Context: an optimization exercise on an open-source flow, tuned for small area. The choices shown serve that exercise and are no tape-out recipe. The RTL was checked by simulation tests, not by an equivalence proof against the original design. Power and IR drop assume default switching activity.

==> job 7483: inputs <==
==> flow/design.v <==
package cov_mon_pkg;
  localparam int Q_W = 23;                      
  localparam int R_W = 10;
  localparam logic [Q_W-1:0] Q_SAT = 23'd4294967;
  localparam logic [R_W-1:0] R_SAT = 10'd295;
  localparam logic [R_W-1:0] R_TOP = 10'd999;
  localparam logic [15:0] WDOG_LIMIT = 16'd50000;
endpackage
module cov_stall_channel (
  input  logic        clock,
  input  logic        reset,
  input  logic        en,
  input  logic        clr,
  input  logic        step_q,      
  input  logic        snz_q,       
  input  logic [29:0] cov_i,
  input  logic        mask_i,
  output logic        stall_i,
  output logic        zero_o,      
  output logic [22:0] q_o,         
  output logic [9:0]  r_o
);
  logic [29:0] snap_q;
  logic [22:0] pq_q, cq;
  logic [9:0]  pr_q, cr;
  logic        zero_q;
  logic        chg, sat, wrap, inc;
  assign sat  = ((pq_q & cov_mon_pkg::Q_SAT) == cov_mon_pkg::Q_SAT) &&
                ((pr_q & cov_mon_pkg::R_SAT) == cov_mon_pkg::R_SAT);
  assign wrap = (pr_q & cov_mon_pkg::R_TOP) == cov_mon_pkg::R_TOP;
  assign inc  = step_q & ~sat;
  always_comb begin
    cq = pq_q;
    cr = pr_q;
    if (zero_q) begin
      cq = '0;
      cr = '0;
    end else if (inc) begin
      if (wrap) begin
        cr = '0;
        cq = pq_q + 1'b1;
      end else begin
        cr = pr_q + 1'b1;
      end
    end
  end
  assign chg = snz_q ? (|cov_i) : (cov_i != snap_q);
  always_ff @(posedge clock) begin
    if (clr | en) snap_q <= cov_i;
  end
  always_ff @(posedge clock) begin
    if (!reset) begin
      pq_q   <= '0;
      pr_q   <= '0;
      zero_q <= 1'b1;
    end else begin
      pq_q   <= cq;
      pr_q   <= cr;
      zero_q <= clr | (en & chg);
    end
  end
  logic gt;
  always_comb begin
    gt = inc & wrap;
    for (int i = 0; i < 11; i++)
      gt = (pq_q[i] & ~cov_i[19+i]) | (~(pq_q[i] ^ cov_i[19+i]) & gt);
  end
  assign stall_i = mask_i & ~zero_q & ((|pq_q[22:11]) | gt);
  assign zero_o  = zero_q;
  assign q_o     = pq_q;
  assign r_o     = pr_q;
endmodule
module cov_stall_monitor (
  input  logic         clock,
  input  logic         reset,
  input  logic         en,
  input  logic [119:0] cov,
  input  logic [3:0]   ch_mask,
  input  logic         done,
  input  logic         irq_ack,
  output logic         irq,
  output logic [4:0]   irq_cause,
  output logic [31:0]  stall_cnt_max
);
  logic        fired_q, drain_q;
  logic [4:0]  cause_q;
  logic [15:0] wdog_q;
  logic        step_q;
  logic        snz_q;    
  logic [5:0]  ge_q;
  logic [3:0]  top_q;
  logic [3:0]  stall, zero;
  logic [22:0] q [4];
  logic [9:0]  r [4];
  logic        ack_ok, clr, wd_hit, idle, hold_end;
  assign idle   = ~fired_q & ~drain_q;
  assign ack_ok = en & fired_q & irq_ack;
  assign clr    = done | ack_ok;
  assign wd_hit = (wdog_q & cov_mon_pkg::WDOG_LIMIT) == cov_mon_pkg::WDOG_LIMIT;
  assign hold_end = &wdog_q[3:0];
  for (genvar i = 0; i < 4; i++) begin : g_ch
    cov_stall_channel u_ch (
      .clock   (clock),
      .reset   (reset),
      .en      (en),
      .clr     (clr),
      .step_q  (step_q),
      .snz_q   (snz_q),
      .cov_i   (cov[i*30 +: 30]),
      .mask_i  (ch_mask[i]),
      .stall_i (stall[i]),
      .zero_o  (zero[i]),
      .q_o     (q[i]),
      .r_o     (r[i])
    );
  end
  logic [3:0] top, top_d;
  assign top = top_q;
  logic [22:0] q_m;
  logic [9:0]  r_m;
  always_comb begin
    q_m = '0;
    r_m = '0;
    for (int i = 0; i < 4; i++) begin
      q_m = q_m | ({23{top[i]}} & q[i]);
      r_m = r_m | ({10{top[i]}} & r[i]);
    end
  end
  logic [28:0] hi;
  assign hi = 29'({q_m, r_m[9:3]}) - 29'({q_m, 1'b0}) - 29'(q_m);
  logic [5:0] ge_d;
  assign ge_d[0] = zero[1] | (~zero[0] & ge_q[0]);
  assign ge_d[1] = zero[2] | (~zero[0] & ge_q[1]);
  assign ge_d[2] = zero[3] | (~zero[0] & ge_q[2]);
  assign ge_d[3] = zero[2] | (~zero[1] & ge_q[3]);
  assign ge_d[4] = zero[3] | (~zero[1] & ge_q[4]);
  assign ge_d[5] = zero[3] | (~zero[2] & ge_q[5]);
  assign top_d[0] =  ge_d[0] &  ge_d[1] &  ge_d[2];
  assign top_d[1] = ~ge_d[0] &  ge_d[3] &  ge_d[4];
  assign top_d[2] = ~ge_d[1] & ~ge_d[3] &  ge_d[5];
  assign top_d[3] = ~ge_d[2] & ~ge_d[4] & ~ge_d[5];
  always_ff @(posedge clock) begin
    if (!reset) begin
      fired_q <= 1'b0;
      drain_q <= 1'b0;
      cause_q <= '0;
      wdog_q  <= '0;
      step_q  <= 1'b0;
      snz_q   <= 1'b1;
      ge_q    <= '1;
      top_q   <= 4'b0001;
    end else begin
      step_q <= en;
      if (clr | en) snz_q <= 1'b0;
      ge_q   <= ge_d;
      top_q  <= top_d;
      if (clr) wdog_q <= '0;
      else if (en) begin
        if (drain_q) wdog_q <= hold_end ? 16'd0 : wdog_q + 1'b1;
        else if (!wd_hit) wdog_q <= wdog_q + 1'b1;
      end
      if (done) begin
        fired_q <= 1'b0;
        drain_q <= 1'b0;
        cause_q <= '0;
      end else if (en) begin
        if (idle) begin
          if ((|stall) || wd_hit) begin
            fired_q <= 1'b1;
            cause_q <= {wd_hit, stall};
          end
        end else if (fired_q) begin
          if (irq_ack) begin
            fired_q <= 1'b0;
            drain_q <= 1'b1;
          end
        end else begin
          if (hold_end) drain_q <= 1'b0;
        end
      end
    end
  end
  assign irq           = fired_q;
  assign irq_cause     = cause_q;
  assign stall_cnt_max = {hi, r_m[2:0]};
endmodule
==> flow/flow/run.sh <==
#!/bin/bash
# Standard layout (the standard.sh) with these changes:
#  - synthesis maps the logic with an area-oriented ABC script (flow/area.abc) in place of
#    ORFS's speed script; everything else in the synthesis (registers included) is unchanged;
#  - no full/half-adder cell extraction before ABC (ABC maps the arithmetic);
#  - the port buffers are the smallest buffer cell;
#  - clock tree: small clock buffers in small clusters, no dummy loads.
# ORFS writes each step's full log under orfs/logs/; make's own output goes to standard_own.log.
set -euo pipefail
W=$PWD
cp config.mk config_own.mk
cat >> config_own.mk <<'EOC'
export ADDER_MAP_FILE =
export BUFFER_PORTS_ARGS = -buffer_cell sky130_fd_sc_hd__buf_1
export CTS_ARGS = -sink_clustering_enable -repair_clock_nets -dont_use_dummy_load -buf_list sky130_fd_sc_hd__clkbuf_8 -sink_clustering_size 20 -sink_clustering_max_diameter 60
EOC
{
  echo 'proc abc {args} {'
  echo '  set i [lsearch $args -script]'
  echo "  if {\$i >= 0} { set args [lreplace \$args \$i [expr {\$i + 1}] -script $W/flow/area.abc] }"
  echo '  yosys abc {*}$args'
  echo '}'
  cat synth_recipe.tcl
} > synth_own.tcl
sed -e "s#DESIGN_CONFIG=[^ ]*#DESIGN_CONFIG=$W/config_own.mk#" \
    -e "s#SYNTH_SCRIPT=[^ ]*#SYNTH_SCRIPT=$W/synth_own.tcl#" standard.sh > standard_own.sh
grep -q "config_own.mk" standard_own.sh
grep -q "synth_own.tcl" standard_own.sh
bash standard_own.sh > standard_own.log 2>&1
==> flow/flow/area.abc <==
strash
&get -n
&fraig -x
&put
scorr
dc2
strash
&get -n
&dch -f
&nf -a -R 1000
&put
==> flow/standard.sh <==
#!/bin/bash
# synth_recipe.tcl (not shown) runs the flow's synth.tcl, then flattens the netlist and writes it again
# the make line also repeats each setting of config.mk as NAME=value (left out here)
make -C /OpenROAD-flow-scripts/flow DESIGN_CONFIG=/design/flow/config.mk WORK_HOME=/design/flow/orfs CLKGATE_MAP_FILE= SYNTH_SCRIPT=/design/flow/synth_recipe.tcl "${@:-finish}"
==> flow/config.mk <==
export PLATFORM = sky130hd
export DESIGN_NAME = cov_stall_monitor
export DESIGN_NICKNAME = cov_stall_monitor
export VERILOG_FILES = /design/flow/design.v
export SDC_FILE = /design/flow/constraint.sdc
export NUM_CORES = 4
export LEC_CHECK = 0
export CAP_MARGIN = 20
export CORE_MARGIN = 2
export CORE_UTILIZATION = 40
export SLEW_MARGIN = 20
==> flow/constraint.sdc <==
create_clock -name core_clock -period 8.5 [get_ports {clock}]
set_input_delay 1.7000 -clock core_clock [delete_from_list [all_inputs] [get_ports {clock}]]
set_output_delay 1.7000 -clock core_clock [all_outputs]
set_load 0.01 [all_outputs]
==> job 8698 (differences from job 7483) <==
--- a/flow/flow/run.sh
+++ b/flow/flow/run.sh
@@ -12,7 +12,7 @@
 cat >> config_own.mk <<'EOC'
 export ADDER_MAP_FILE =
 export BUFFER_PORTS_ARGS = -buffer_cell sky130_fd_sc_hd__buf_1
-export CTS_ARGS = -sink_clustering_enable -repair_clock_nets -dont_use_dummy_load -buf_list sky130_fd_sc_hd__clkbuf_8 -sink_clustering_size 20 -sink_clustering_max_diameter 60
+export CTS_ARGS = -sink_clustering_enable -repair_clock_nets -dont_use_dummy_load -buf_list sky130_fd_sc_hd__clkbuf_16 -sink_clustering_size 30 -sink_clustering_max_diameter 90
 EOC
 {
   echo 'proc abc {args} {'
==> flow/flow/area.abc (replaced) <==
strash
&get -n
&fraig -x
&put
scorr
dc2
strash
&get -n
&dch
&nf -R 1000
&put
--- a/flow/config.mk
+++ b/flow/config.mk
@@ -7,5 +7,6 @@
 export LEC_CHECK = 0
 export CAP_MARGIN = 20
 export CORE_MARGIN = 2
-export CORE_UTILIZATION = 40
+export CORE_UTILIZATION = 60
+export PLACE_DENSITY = 0.75
 export SLEW_MARGIN = 20
==> comparison <==
Against job 8698, the synthesized cell count of job 7483 is higher by 1.6%. In sequential cell count, job 7483 and job 8698 do not differ. Against job 7483, the routed wire length of job 8698 is lower by 11%. In job 7483 the worst hold slack is worse than in job 8698, by 0.0083 ns. In job 8698 the sequential share of layout area is higher than in job 7483, by 1.5 points.
==> figures <==
	job 7483	job 8698
Met1 Use GR	0.2999	0.4159
Critical path origin	g_ch[3].u_ch.pq_q[1]	top_q[1]
Clock buffer count	28	14
Non-filler cells, final	2222	2028
Outcome	timing/DRC/antenna clean	timing/DRC/antenna clean
Synth-to-Final Area Change	14.84%	11.65%
Post-synthesis cell area	0.01429 sq mm	0.01416 sq mm
Mux cell area share after synthesis	0.003503	0
Die Height	193.0 microns	157.7 microns
Die area	0.03725 sq mm	0.02485 sq mm
Postcts setup bufs	8	2
Multi-input combinational cell area	0.006988 sq mm	0.006812 sq mm

==> exp/juniper <==
RTL: the design.v shown in full above, as it stands there.
clock: 8.5 ns
lec_check: 0
cap_margin: 20
core_margin: 2
core_utilization: 60
place_density: 0.75
slew_margin: 20
standard.sh (not shown) runs the stock make flow with config.mk's settings and CLKGATE_MAP_FILE= SYNTH_SCRIPT=/design/flow/synth_recipe.tcl, a recipe that flattens the netlist after the stock synthesis.
==> flow/flow/run.sh <==
#!/bin/bash
# Standard layout (the standard.sh) with these changes:
#  - synthesis maps the logic with an area-oriented ABC script (flow/area.abc) in place of
#    ORFS's speed script; everything else in the synthesis (registers included) is unchanged;
#  - no full/half-adder cell extraction before ABC (ABC maps the arithmetic);
#  - the port buffers are the smallest buffer cell;
#  - clock tree: small clock buffers in small clusters, no dummy loads.
# ORFS writes each step's full log under orfs/logs/; make's own output goes to standard_own.log.
set -euo pipefail
W=$PWD
cp config.mk config_own.mk
cat >> config_own.mk <<'EOC'
export ADDER_MAP_FILE =
export BUFFER_PORTS_ARGS = -buffer_cell sky130_fd_sc_hd__buf_1
export CTS_ARGS = -sink_clustering_enable -repair_clock_nets -dont_use_dummy_load -buf_list sky130_fd_sc_hd__clkbuf_16 -sink_clustering_size 30 -sink_clustering_max_diameter 90
EOC
{
  echo 'proc abc {args} {'
  echo '  set i [lsearch $args -script]'
  echo "  if {\$i >= 0} { set args [lreplace \$args \$i [expr {\$i + 1}] -script $W/flow/area.abc] }"
  echo '  yosys abc {*}$args'
  echo '}'
  cat synth_recipe.tcl
} > synth_own.tcl
sed -e "s#DESIGN_CONFIG=[^ ]*#DESIGN_CONFIG=$W/config_own.mk#" \
    -e "s#SYNTH_SCRIPT=[^ ]*#SYNTH_SCRIPT=$W/synth_own.tcl#" standard.sh > standard_own.sh
grep -q "config_own.mk" standard_own.sh
grep -q "synth_own.tcl" standard_own.sh
bash standard_own.sh > standard_own.log 2>&1
==> flow/flow/area.abc <==
strash
&get -n
&fraig -x
&put
scorr
dc2
strash
&get -n
&dch -f
&nf -R 1000
&put
strash
&get -n
&dch -f
&nf -R 1000
&put
==> exp/xenon: changes against exp/juniper <==
--- a/flow/design.v
+++ b/flow/design.v
@@ -27,2 +27,3 @@
   logic        chg, sat, wrap, inc;
+  logic [11:0] cmp;
   assign sat  = ((pq_q & cov_mon_pkg::Q_SAT) == cov_mon_pkg::Q_SAT) &&
@@ -61,9 +62,4 @@
   end
-  logic gt;
-  always_comb begin
-    gt = inc & wrap;
-    for (int i = 0; i < 11; i++)
-      gt = (pq_q[i] & ~cov_i[19+i]) | (~(pq_q[i] ^ cov_i[19+i]) & gt);
-  end
-  assign stall_i = mask_i & ~zero_q & ((|pq_q[22:11]) | gt);
+  assign cmp     = {1'b0, pq_q[10:0]} + {1'b0, ~cov_i[29:19]} + {11'd0, inc & wrap};
+  assign stall_i = mask_i & ~zero_q & ((|pq_q[22:11]) | cmp[11]);
   assign zero_o  = zero_q;
@@ -90,3 +86,2 @@
   logic [5:0]  ge_q;
-  logic [3:0]  top_q;
   logic [3:0]  stall, zero;
@@ -116,4 +111,7 @@
   end
-  logic [3:0] top, top_d;
-  assign top = top_q;
+  logic [3:0] top;
+  assign top[0] =  ge_q[0] &  ge_q[1] &  ge_q[2];
+  assign top[1] = ~ge_q[0] &  ge_q[3] &  ge_q[4];
+  assign top[2] = ~ge_q[1] & ~ge_q[3] &  ge_q[5];
+  assign top[3] = ~ge_q[2] & ~ge_q[4] & ~ge_q[5];
   logic [22:0] q_m;
@@ -137,6 +135,2 @@
   assign ge_d[5] = zero[3] | (~zero[2] & ge_q[5]);
-  assign top_d[0] =  ge_d[0] &  ge_d[1] &  ge_d[2];
-  assign top_d[1] = ~ge_d[0] &  ge_d[3] &  ge_d[4];
-  assign top_d[2] = ~ge_d[1] & ~ge_d[3] &  ge_d[5];
-  assign top_d[3] = ~ge_d[2] & ~ge_d[4] & ~ge_d[5];
   always_ff @(posedge clock) begin
@@ -150,3 +144,2 @@
       ge_q    <= '1;
-      top_q   <= 4'b0001;
     end else begin
@@ -155,3 +148,2 @@
       ge_q   <= ge_d;
-      top_q  <= top_d;
       if (clr) wdog_q <= '0;
--- a/flow/flow/run.sh
+++ b/flow/flow/run.sh
@@ -4,3 +4,2 @@
 #    ORFS's speed script; everything else in the synthesis (registers included) is unchanged;
-#  - no full/half-adder cell extraction before ABC (ABC maps the arithmetic);
 #  - the port buffers are the smallest buffer cell;
@@ -12,5 +11,4 @@
 cat >> config_own.mk <<'EOC'
-export ADDER_MAP_FILE =
 export BUFFER_PORTS_ARGS = -buffer_cell sky130_fd_sc_hd__buf_1
-export CTS_ARGS = -sink_clustering_enable -repair_clock_nets -dont_use_dummy_load -buf_list sky130_fd_sc_hd__clkbuf_16 -sink_clustering_size 30 -sink_clustering_max_diameter 90
+export CTS_ARGS = -sink_clustering_enable -repair_clock_nets -dont_use_dummy_load -buf_list sky130_fd_sc_hd__clkbuf_16 -sink_clustering_size 32 -sink_clustering_max_diameter 80
 EOC
==> flow/flow/area.abc (replaced) <==
strash
&get -n
&fraig -x
&put
scorr
dc2
strash
&get -n
&dch -f
&nf -a -R 1000
&put
Settings changed: CORE_UTILIZATION 60 to 40, PLACE_DENSITY 0.75 to default.
==> comparison <==
Final cell count: exp/xenon is larger than exp/juniper (about 11%).
In exp/juniper the die area is smaller than in exp/xenon, by about 38%.
exp/xenon passed the timing, design-rule and antenna checks. exp/juniper completed with no timing, DRC or antenna violations.
Between exp/xenon and exp/juniper, the lower via count is in exp/juniper (gap 3.2%, measured against exp/juniper).
Sequential power is about the same in exp/juniper and exp/xenon.
Between exp/xenon and exp/juniper, the lower synthesized area is in exp/juniper (gap about 8%, measured against exp/juniper).
Of exp/xenon and exp/juniper, exp/juniper has the higher non-clock buffer count (gap 44).

-- separate check: timing with driven ports --
No port has a modelled driver above. Below, the same layouts with a new extraction and two added sets of constraints.
Step 1, drivers: a clkbuf_16 drives clock and a buf_2 each remaining input, both assumed.
Step 2 adds t to the input delays and takes it off the output delays; t is the mean of the earliest and latest rising clock arrival at the registers after step 1. Input paths then give back, and output paths get back, about the clock's delay inside the block.
a / b / c = ideal ports / drivers / drivers and shift; a / b = the first two.
run | shift t [ns] | setup slack, ns | worst setup path at the end | clock arrival spread, ns
job 7483 | 0.618 | 0.280 / 0.231 / 0.849 | register to output | 0.043 / 0.042
job 8698 | 0.525 | 0.401 / 0.352 / 0.877 | register to output | 0.050 / 0.050
exp/juniper | 0.531 | 0.107 / 0.057 / 0.588 | register to output | 0.044 / 0.044
exp/xenon | 0.561 | 0.499 / 0.448 / 1.010 | register to output | 0.071 / 0.071
After both steps every run listed still meets setup and hold.
